Source: an optimization exercise on an open RTL-to-GDS flow (aim: small area). Production flows keep margins and buffers that such runs may drop.
In this exercise RTL edits were held to simulation tests only and were not proved equivalent to the original.

==> flow/design.v <==
package freecell_pkg;
    typedef logic [1:0] suit_t;
    localparam suit_t HEARTS   = 2'd0;
    localparam suit_t SPADES   = 2'd1;
    localparam suit_t CLUBS    = 2'd2;
    localparam suit_t DIAMONDS = 2'd3;
    typedef logic [3:0] rank_t;
    typedef struct packed {
        suit_t suit;
        rank_t rank;
    } card_t;
    typedef logic [3:0] loc_t;
    typedef logic [15:0] count_t;
    typedef logic [4:0]  depth_t;
    typedef logic [2:0]  cell_limit_t;
    localparam int NUM_COLS  = 8;
    localparam int COL_DEPTH = 20;
    localparam int NUM_CELLS = 4;
    localparam rank_t RANK_KING  = 4'd13;
    localparam card_t EMPTY_CARD = '0;
    function automatic logic is_red(input suit_t suit);
        is_red = (suit == HEARTS) || (suit == DIAMONDS);
    endfunction
    function automatic logic loc_is_col(input loc_t loc);
        loc_is_col = !loc[3];
    endfunction
    function automatic logic loc_is_cell(input loc_t loc);
        loc_is_cell = loc[3:2] == 2'b10;
    endfunction
    function automatic logic loc_is_home(input loc_t loc);
        loc_is_home = loc[3:2] == 2'b11;
    endfunction
    function automatic logic [2:0] loc_index(input loc_t loc);
        loc_index = loc[3] ? {1'b0, loc[1:0]} : loc[2:0];
    endfunction
endpackage
`timescale 1ns/1ps
module rule_regs (
    input  logic        clock,
    input  logic        arst_n,
    input  logic        cfg_write,
    input  logic [2:0]  cfg_cells,
    input  logic        cfg_empty_any,
    input  logic        move_done,
    input  logic        move_ok,
    output logic [2:0] cell_limit,
    output logic        empty_any,
    output logic [15:0]      accepted_count,
    output logic [15:0]      rejected_count
);
    freecell_pkg::cell_limit_t cells_clamped;
    always_comb begin
        if (cfg_cells == 3'd0)
            cells_clamped = 3'd1;
        else if (cfg_cells > 3'(freecell_pkg::NUM_CELLS))
            cells_clamped = 3'(freecell_pkg::NUM_CELLS);
        else
            cells_clamped = cfg_cells;
    end
    always_ff @(posedge clock or negedge arst_n) begin
        if (!arst_n) begin
            cell_limit <= 3'(freecell_pkg::NUM_CELLS);
            empty_any  <= 1'b1;
        end else if (cfg_write) begin
            cell_limit <= cells_clamped;
            empty_any  <= cfg_empty_any;
        end
    end
    always_ff @(posedge clock or negedge arst_n) begin
        if (!arst_n) begin
            accepted_count <= '0;
            rejected_count <= '0;
        end else if (move_done) begin
            if (move_ok)
                accepted_count <= accepted_count + 1'b1;
            else
                rejected_count <= rejected_count + 1'b1;
        end
    end
endmodule
`timescale 1ns/1ps
module tableau_store (
    input  logic       clock,
    input  logic       arst_n,
    input  logic       col_push,
    input  logic [2:0] push_col,
    input  logic [5:0]      push_card,
    input  logic       col_pop,
    input  logic [2:0] pop_col,
    input  logic [2:0] read_col_a,
    input  logic [2:0] read_col_b,
    input  logic [2:0] view_col,
    output logic [5:0]      top_a,
    output logic [5:0]      top_b,
    output logic [4:0]     depth_b,
    output logic [5:0]      view_top
);
    logic [5:0]  stack [freecell_pkg::NUM_COLS][freecell_pkg::COL_DEPTH];
    freecell_pkg::depth_t depth [freecell_pkg::NUM_COLS];
    function automatic logic [5:0] top_of(input logic [2:0] col);
        if (depth[col] == '0)
            top_of = '0;
        else
            top_of = stack[col][depth[col] - 1'b1];
    endfunction
    always_comb begin
        top_a    = top_of(read_col_a);
        top_b    = top_of(read_col_b);
        view_top = top_of(view_col);
        depth_b  = depth[read_col_b];
    end
    always_ff @(posedge clock) begin
        if (col_push)
            stack[push_col][depth[push_col]] <= push_card;
    end
    always_ff @(posedge clock or negedge arst_n) begin
        if (!arst_n) begin
            for (int c = 0; c < freecell_pkg::NUM_COLS; c++)
                depth[c] <= '0;
        end else begin
            if (col_push)
                depth[push_col] <= depth[push_col] + 1'b1;
            if (col_pop)
                depth[pop_col] <= depth[pop_col] - 1'b1;
        end
    end
endmodule
`timescale 1ns/1ps
module cell_store (
    input  logic       clock,
    input  logic       arst_n,
    input  logic       cell_write,
    input  logic       cell_clear,
    input  logic       home_write,
    input  logic [1:0] write_index,
    input  logic [1:0] clear_index,
    input  logic [5:0]      write_card,
    input  logic [3:0]       read_loc_a,
    input  logic [3:0]       read_loc_b,
    input  logic [3:0]       view_loc,
    output logic [5:0]      card_a,
    output logic [5:0]      card_b,
    output logic [5:0]      view_card,
    output logic       all_kings
);
    logic [5:0] cells     [freecell_pkg::NUM_CELLS];
    freecell_pkg::rank_t home_rank [4];
    function automatic logic [5:0] read_loc(input freecell_pkg::loc_t loc);
        logic [1:0] idx;
        idx = loc[1:0];
        read_loc = '0;
        if (freecell_pkg::loc_is_cell(loc))
            read_loc = cells[idx];
        else if (freecell_pkg::loc_is_home(loc) && home_rank[idx] != '0)
            read_loc = {idx, home_rank[idx]};
    endfunction
    always_comb begin
        card_a    = read_loc(read_loc_a);
        card_b    = read_loc(read_loc_b);
        view_card = read_loc(view_loc);
        all_kings = 1'b1;
        for (int s = 0; s < 4; s++)
            all_kings &= (home_rank[s] == freecell_pkg::RANK_KING);
    end
    always_ff @(posedge clock or negedge arst_n) begin
        if (!arst_n) begin
            for (int i = 0; i < freecell_pkg::NUM_CELLS; i++)
                cells[i] <= '0;
            for (int s = 0; s < 4; s++)
                home_rank[s] <= '0;
        end else begin
            if (cell_clear)
                cells[clear_index] <= '0;
            if (cell_write)
                cells[write_index] <= write_card;
            if (home_write)
                home_rank[write_index] <= write_card[3:0];
        end
    end
endmodule
`timescale 1ns/1ps
module move_engine (
    input  logic        clock,
    input  logic        arst_n,
    input  logic        move_valid,
    input  logic [3:0]        move_src,
    input  logic [3:0]        move_dst,
    input  logic        deal_valid,
    input  logic [2:0]  deal_col,
    input  logic [5:0]       deal_card,
    input  logic [2:0] cell_limit,
    input  logic        empty_any,
    input  logic [5:0]       col_top_a,
    input  logic [5:0]       col_top_b,
    input  logic [4:0]      col_depth_b,
    input  logic [5:0]       cell_card_a,
    input  logic [5:0]       cell_card_b,
    input  logic        all_kings,
    input  logic [3:0]        view_loc,
    input  logic [5:0]       view_col_top,
    input  logic [5:0]       view_cell_card,
    output logic        col_push,
    output logic        col_pop,
    output logic [2:0]  push_col,
    output logic [2:0]  pop_col,
    output logic [5:0]       push_card,
    output logic        cell_write,
    output logic        cell_clear,
    output logic        home_write,
    output logic [1:0]  write_index,
    output logic [1:0]  clear_index,
    output logic [5:0]       write_card,
    output logic [2:0]  read_col_a,
    output logic [2:0]  read_col_b,
    output logic [3:0]        read_loc_a,
    output logic [3:0]        read_loc_b,
    output logic        move_done,
    output logic        move_ok,
    output logic        win,
    output logic [5:0]       view_card
);
    logic        pending;
    logic        is_move;
    freecell_pkg::loc_t        src_q;
    freecell_pkg::loc_t        dst_q;
    logic [5:0]       card_q;
    freecell_pkg::cell_limit_t limit_q;
    logic        any_q;
    logic [5:0]       src_card;
    logic [5:0]       dst_card;
    logic        legal;
    logic        deal_fits;
    logic        commit;
    always_ff @(posedge clock or negedge arst_n) begin
        if (!arst_n) begin
            pending <= 1'b0;
            is_move <= 1'b0;
        end else begin
            pending <= move_valid || deal_valid;
            is_move <= move_valid;
        end
    end
    always_ff @(posedge clock) begin
        if (move_valid) begin
            src_q   <= move_src;
            dst_q   <= move_dst;
            limit_q <= cell_limit;
            any_q   <= empty_any;
        end else if (deal_valid) begin
            dst_q  <= {1'b0, deal_col};
            card_q <= deal_card;
        end
    end
    assign read_col_a = freecell_pkg::loc_index(src_q);
    assign read_col_b = freecell_pkg::loc_index(dst_q);
    assign read_loc_a = src_q;
    assign read_loc_b = dst_q;
    assign src_card = freecell_pkg::loc_is_col(src_q) ? col_top_a : cell_card_a;
    assign dst_card = freecell_pkg::loc_is_col(dst_q) ? col_top_b : cell_card_b;
    always_comb begin
        legal = 1'b0;
        if (!win && !freecell_pkg::loc_is_home(src_q) && src_card[3:0] != '0 && src_q != dst_q) begin
            if (freecell_pkg::loc_is_cell(dst_q))
                legal = (dst_card[3:0] == '0) && (freecell_pkg::loc_index(dst_q) < limit_q);
            else if (freecell_pkg::loc_is_home(dst_q))
                legal = (src_card[5:4] == dst_q[1:0])
                     && (src_card[3:0] == dst_card[3:0] + 4'd1);
            else if (dst_card[3:0] != '0)
                legal = (freecell_pkg::is_red(src_card[5:4]) != freecell_pkg::is_red(dst_card[5:4]))
                     && (src_card[3:0] + 4'd1 == dst_card[3:0])
                     && (col_depth_b < 5'(freecell_pkg::COL_DEPTH));
            else
                legal = any_q || (src_card[3:0] == freecell_pkg::RANK_KING);
        end
    end
    assign deal_fits = col_depth_b < 5'(freecell_pkg::COL_DEPTH);
    assign commit    = pending && is_move && legal;
    assign col_push    = is_move ? (commit && freecell_pkg::loc_is_col(dst_q)) : (pending && deal_fits);
    assign push_col    = freecell_pkg::loc_index(dst_q);
    assign push_card   = is_move ? src_card : card_q;
    assign col_pop     = commit && freecell_pkg::loc_is_col(src_q);
    assign pop_col     = freecell_pkg::loc_index(src_q);
    assign cell_write  = commit && freecell_pkg::loc_is_cell(dst_q);
    assign home_write  = commit && freecell_pkg::loc_is_home(dst_q);
    assign write_index = dst_q[1:0];
    assign write_card  = src_card;
    assign cell_clear  = commit && freecell_pkg::loc_is_cell(src_q);
    assign clear_index = src_q[1:0];
    always_ff @(posedge clock or negedge arst_n) begin
        if (!arst_n) begin
            move_done <= 1'b0;
            move_ok   <= 1'b0;
            win       <= 1'b0;
        end else begin
            move_done <= pending && is_move;
            move_ok   <= commit;
            win       <= win || all_kings;
        end
    end
    assign view_card = freecell_pkg::loc_is_col(view_loc) ? view_col_top : view_cell_card;
endmodule
`timescale 1ns/1ps
module freecell_top (
    input  logic       clock,
    input  logic       arst_n,
    input  logic       cfg_write,
    input  logic [2:0] cfg_cells,
    input  logic       cfg_empty_any,
    input  logic       deal_valid,
    input  logic [2:0] deal_col,
    input  logic [5:0]      deal_card,
    input  logic       move_valid,
    input  logic [3:0]       move_src,
    input  logic [3:0]       move_dst,
    input  logic [3:0]       view_loc,
    output logic       move_done,
    output logic       move_ok,
    output logic       win,
    output logic [5:0]      view_card,
    output logic [15:0]     accepted_count,
    output logic [15:0]     rejected_count
);
    freecell_pkg::cell_limit_t cell_limit;
    logic        empty_any;
    logic        col_push, col_pop;
    logic [2:0]  push_col, pop_col;
    logic [5:0]       push_card;
    logic [2:0]  read_col_a, read_col_b;
    logic [5:0]       col_top_a, col_top_b, view_col_top;
    freecell_pkg::depth_t      col_depth_b;
    logic        cell_write, cell_clear, home_write, all_kings;
    logic [1:0]  write_index, clear_index;
    logic [5:0]       write_card;
    freecell_pkg::loc_t        read_loc_a, read_loc_b;
    logic [5:0]       cell_card_a, cell_card_b, view_cell_card;
    rule_regs u_rules (
        .clock, .arst_n, .cfg_write, .cfg_cells, .cfg_empty_any,
        .move_done, .move_ok, .cell_limit, .empty_any,
        .accepted_count, .rejected_count
    );
    move_engine u_engine (
        .clock, .arst_n, .move_valid, .move_src, .move_dst,
        .deal_valid, .deal_col, .deal_card, .cell_limit, .empty_any,
        .col_top_a, .col_top_b, .col_depth_b, .cell_card_a, .cell_card_b,
        .all_kings, .view_loc, .view_col_top, .view_cell_card,
        .col_push, .col_pop, .push_col, .pop_col, .push_card,
        .cell_write, .cell_clear, .home_write, .write_index, .clear_index,
        .write_card, .read_col_a, .read_col_b, .read_loc_a, .read_loc_b,
        .move_done, .move_ok, .win, .view_card
    );
    tableau_store u_tableau (
        .clock, .arst_n, .col_push, .push_col, .push_card, .col_pop, .pop_col,
        .read_col_a, .read_col_b, .view_col(view_loc[2:0]),
        .top_a(col_top_a), .top_b(col_top_b), .depth_b(col_depth_b),
        .view_top(view_col_top)
    );
    cell_store u_cells (
        .clock, .arst_n, .cell_write, .cell_clear, .home_write,
        .write_index, .clear_index, .write_card,
        .read_loc_a, .read_loc_b, .view_loc,
        .card_a(cell_card_a), .card_b(cell_card_b),
        .view_card(view_cell_card), .all_kings
    );
endmodule
==> flow/run.sh <==
#!/bin/bash
# synth_recipe.tcl (not shown) runs the flow's synth.tcl, then flattens the netlist and writes it again
# the make line also repeats each setting of config.mk as NAME=value (left out here)
make -C /OpenROAD-flow-scripts/flow DESIGN_CONFIG=/design/flow/config.mk WORK_HOME=/design/flow/orfs CLKGATE_MAP_FILE= SYNTH_SCRIPT=/design/flow/synth_recipe.tcl finish
==> flow/config.mk <==
export PLATFORM = sky130hd
export DESIGN_NAME = freecell_top
export DESIGN_NICKNAME = freecell_top
export VERILOG_FILES = /design/flow/design.v
export SDC_FILE = /design/flow/constraint.sdc
export NUM_CORES = 4
export LEC_CHECK = 0
export CAP_MARGIN = 20
export CORE_MARGIN = 2
export CORE_UTILIZATION = 40
export SLEW_MARGIN = 20
==> flow/constraint.sdc <==
create_clock -name core_clock -period 10.0 [get_ports {clock}]
set_input_delay 2.0000 -clock core_clock [delete_from_list [all_inputs] [get_ports {clock}]]
set_output_delay 2.0000 -clock core_clock [all_outputs]
set_load 0.01 [all_outputs]
==> run summary <==
[layout make-up]
cell class,instances,area [um^2],share of cell area
well taps,2189,2740,0.0356
clock inverters,84,966,0.0126
flip-flops and latches,1099,32400,0.421
multi-input cells,3413,32400,0.421
inverters,71,279,0.00363
clock buffers,155,3450,0.0449
repair buffers,540,4640,0.0604
diodes,12,30.0,0.000391
[metal layers]
layer,GRT usage,vias to the layer above,share of wire
met5,0,-,0.00052
met4,0.248,28,0.083
met3,0.154,1354,0.16
met2,0.525,5650,0.41
met1,0.466,28183,0.35
li1,-,21028,-
[metrics by stage]
step	setup slack, ns	std cells
3_5_place_dp	0.373	7312
4_1_cts	0.345	7551
6_report	0.191	7563
3_3_place_gp	0.296	7311
2_1_floorplan	0.00556	5013
5_1_grt	0.0820	7551
[cells in the final DEF, fill, tap and decap left out, types with 25 or more instances in the layout]
cell	netlist	final
xnor2_1	59	54
nor3_1	122	122
nand3_1	134	128
ha_1	44	38
a211oi_1	76	76
a22oi_1	36	36
clkdlybuf4s50_1	0	68
inv_1	61	60
edfxtp_1	978	978
and3_1	49	49
mux2_2	88	83
nor2b_1	36	35
o211ai_1	59	59
o22ai_1	107	107
clkbuf_16	0	134
nand4_1	40	40
a21oi_1	140	138
mux4_2	558	558
a31oi_1	52	50
o211a_1	25	25
o21ai_0	137	136
nor4_1	43	43
dfrtp_1	119	119
nor2_1	340	335
nand2_1	383	379
o221ai_1	36	36
mux2i_1	333	333
a221oi_1	36	36
buf_12	1	32
xor2_1	29	26
buf_4	23	438
[logic make-up (layout without fill, tap and decap cells)]
logic type	after synthesis	after routing	share of synthesized area
flip-flops	1099	1099	0.486
other	0	12	0
AO/OA/AOI/OAI	1001	1001	0.109
multiplexers	997	997	0.257
adder cells (fa/ha/maj)	48	48	0.00946
buffers and inverters	501	850	0.0338
AND/OR/NAND/NOR	1276	1276	0.0921
XOR/XNOR	91	91	0.0126
[state kept, by name, indices dropped and copies added (netlist names), 3 cells and up]
register / flops
u_rules.rejected_count: 16
u_cells.home_rank: 16
u_cells.cells: 24
u_rules.cell_limit: 3
u_engine.dst_q: 4
u_engine.src_q: 4
u_tableau.depth: 40
u_engine.limit_q: 3
u_engine.card_q: 6
u_rules.accepted_count: 16
u_tableau.stack: 960
[worst paths after layout]
| check | endpoint | from | cells past startpoint |
|---|---|---|---|
| max | view_card[0] | view_loc[2] | 18 |
| min | u_rules.rejected_count[15] | u_rules.rejected_count[15] | 1 |
| max reg2reg | u_tableau.stack[27][4] | u_engine.dst_q[0] | 28 |
| min reg2reg | u_rules.rejected_count[15] | u_rules.rejected_count[15] | 1 |
| max in group asynchronous | u_tableau.depth[2][2] | arst_n | 2 |
| min in group asynchronous | u_rules.accepted_count[2] | arst_n | 1 |
==> flow_summary.ini <==
[placed_design]
port_buffers = 70
gp_congestion = 1.06
dp_hpwl_um = 222000
placed_cell_area_mm2 = 0.0724

[route]
wl_per_cell_um = 42.5
drt_wl_total_um = 321000
drc = 0
vias = 56243
drt_iter0_markers = 10995
vias_per_cell = 7.44
dr.pass1.iters = 7
detail-route-antenna-nets = 0

[synth]
yosysTopAreaCell = edfxtp_1
synth_flop_cell = edfxtp_1
syn-num-nets = 5091
netlist_area_mm2 = 0.0666
ys_types = 116
synth_edf_count = 978
async_flop_share = 0.110
yosysMostFrequentCell = edfxtp_1
synth_top_cell_area_share = 0.441
ys_seq_elements = 1099
syn_avg_cell_area_um2 = 13.3
ys_warn_count = 7
synth_area_leaders = edfxtp_1, mux4_2, mux2i_1
synth_common_cells = edfxtp_1, mux4_2, nand2_1, nor2_1, mux2i_1
synth-seq-area-share = 0.486
syn_inst = 5013

[min_path]
hold_path_class = register to register

[cts]
h-tree-depth = 4
post_cts_buffers = 0
ctsRootBufferMaster = clkbuf_16
clkTransAtPathRegs_ns = 0.06
cts_buffers = 130
tritoncts = built
clk_path_buf_depth = 3
ctsResizeCount = 0
holdBufCountCts = 0
cts_sinks = 1099
clk-insertion-delay-late_ns = 0.81

[layout]
fillers = 14588
drive_gt1_frac = 0.267
nNetsFinal = 5333
design_area_mm2 = 0.0769
area_growth_syn_to_layout_pct = 15.4
final_core_util = 0.465

[sta]
finalSetupViolCount = 0
finalCritPeriodShare = 0.981
tightest_slew_ns = 1.35
hold_violations = 0
timing.setup.tns_ns = 0
fin_worst_skew_ns = 0.0420
whs_ns = 0.469
slew_headroom = 0.0974
fmax_mhz = 102
slew_viol_final = 0
rsz0062_at_grt = no
final.min_clock_period_ns = 9.81

[setup_path]
cp_top_family = multiplexers
worstPathRequired_ns = 8.00
endpoint_kind = output pin
startpoint_type = input port
reg2reg_setup_slack_ns = 0.27
cp_slowest_cell = mux4_2
worstSetupPathType = input port to output pin
critPathBufInv = 6
path_common_cell = mux4_2
cp_cell_sequence = clkdlybuf4s50_1, buf_4, mux4_2, mux2i_1, ha_1, xor2_1, ha_4, inv_1, fa_2, xor2_4, buf_12, buf_12, mux4_2, mux4_2, mux2i_1, a21oi_1, a22o_1, clkdlybuf4s50_1
critPathMaxFanout = 18
worstPathArrival_ns = 7.81
slowest_delay_ns = 0.64

[global_routing]
grt_pass1_vias = 52248
antenna_found_initial = 33
grt_max_degree = 113
track_usage = 0.372
grt_pass1_wl_um = 437000
gr-total-overflow = 0

[floorplanning]
coreArea_mm2 = 0.165
fp-row-count = 149
die_height_um = 412
die_width_um = 412
io_pins = 71
initial_utilization = 0.403
die-area_mm2 = 0.170

[flow_run]
cap_violations = 0

[status]
outcome = timing/DRC/antenna clean

## separate check: timing with driven ports
The results above use ideal ports. As a check the final layout listed here was re-extracted and re-timed, cells and wires unchanged.
Step 1 assumes that a clkbuf_16 drives the clock port and a buf_2 every other input.
Step 2 also shifts input and output timing later by t, the mid clock arrival at the registers, as if the neighbouring blocks saw the same clock.
a / b / c = ideal / step 1 / step 2; a / b = the first two.
t, ns: 0.882
slack for setup (ns): 0.191 / 0.162 / 0.162
slew at the worst register clock pin (ns): 0.07 / 0.07
worst slew at a driven data input, ns: 0.05
After both steps setup and hold are still met in this run. The setup slack of this run moves by -0.029 ns with the drivers and by -0.029 ns with both steps.
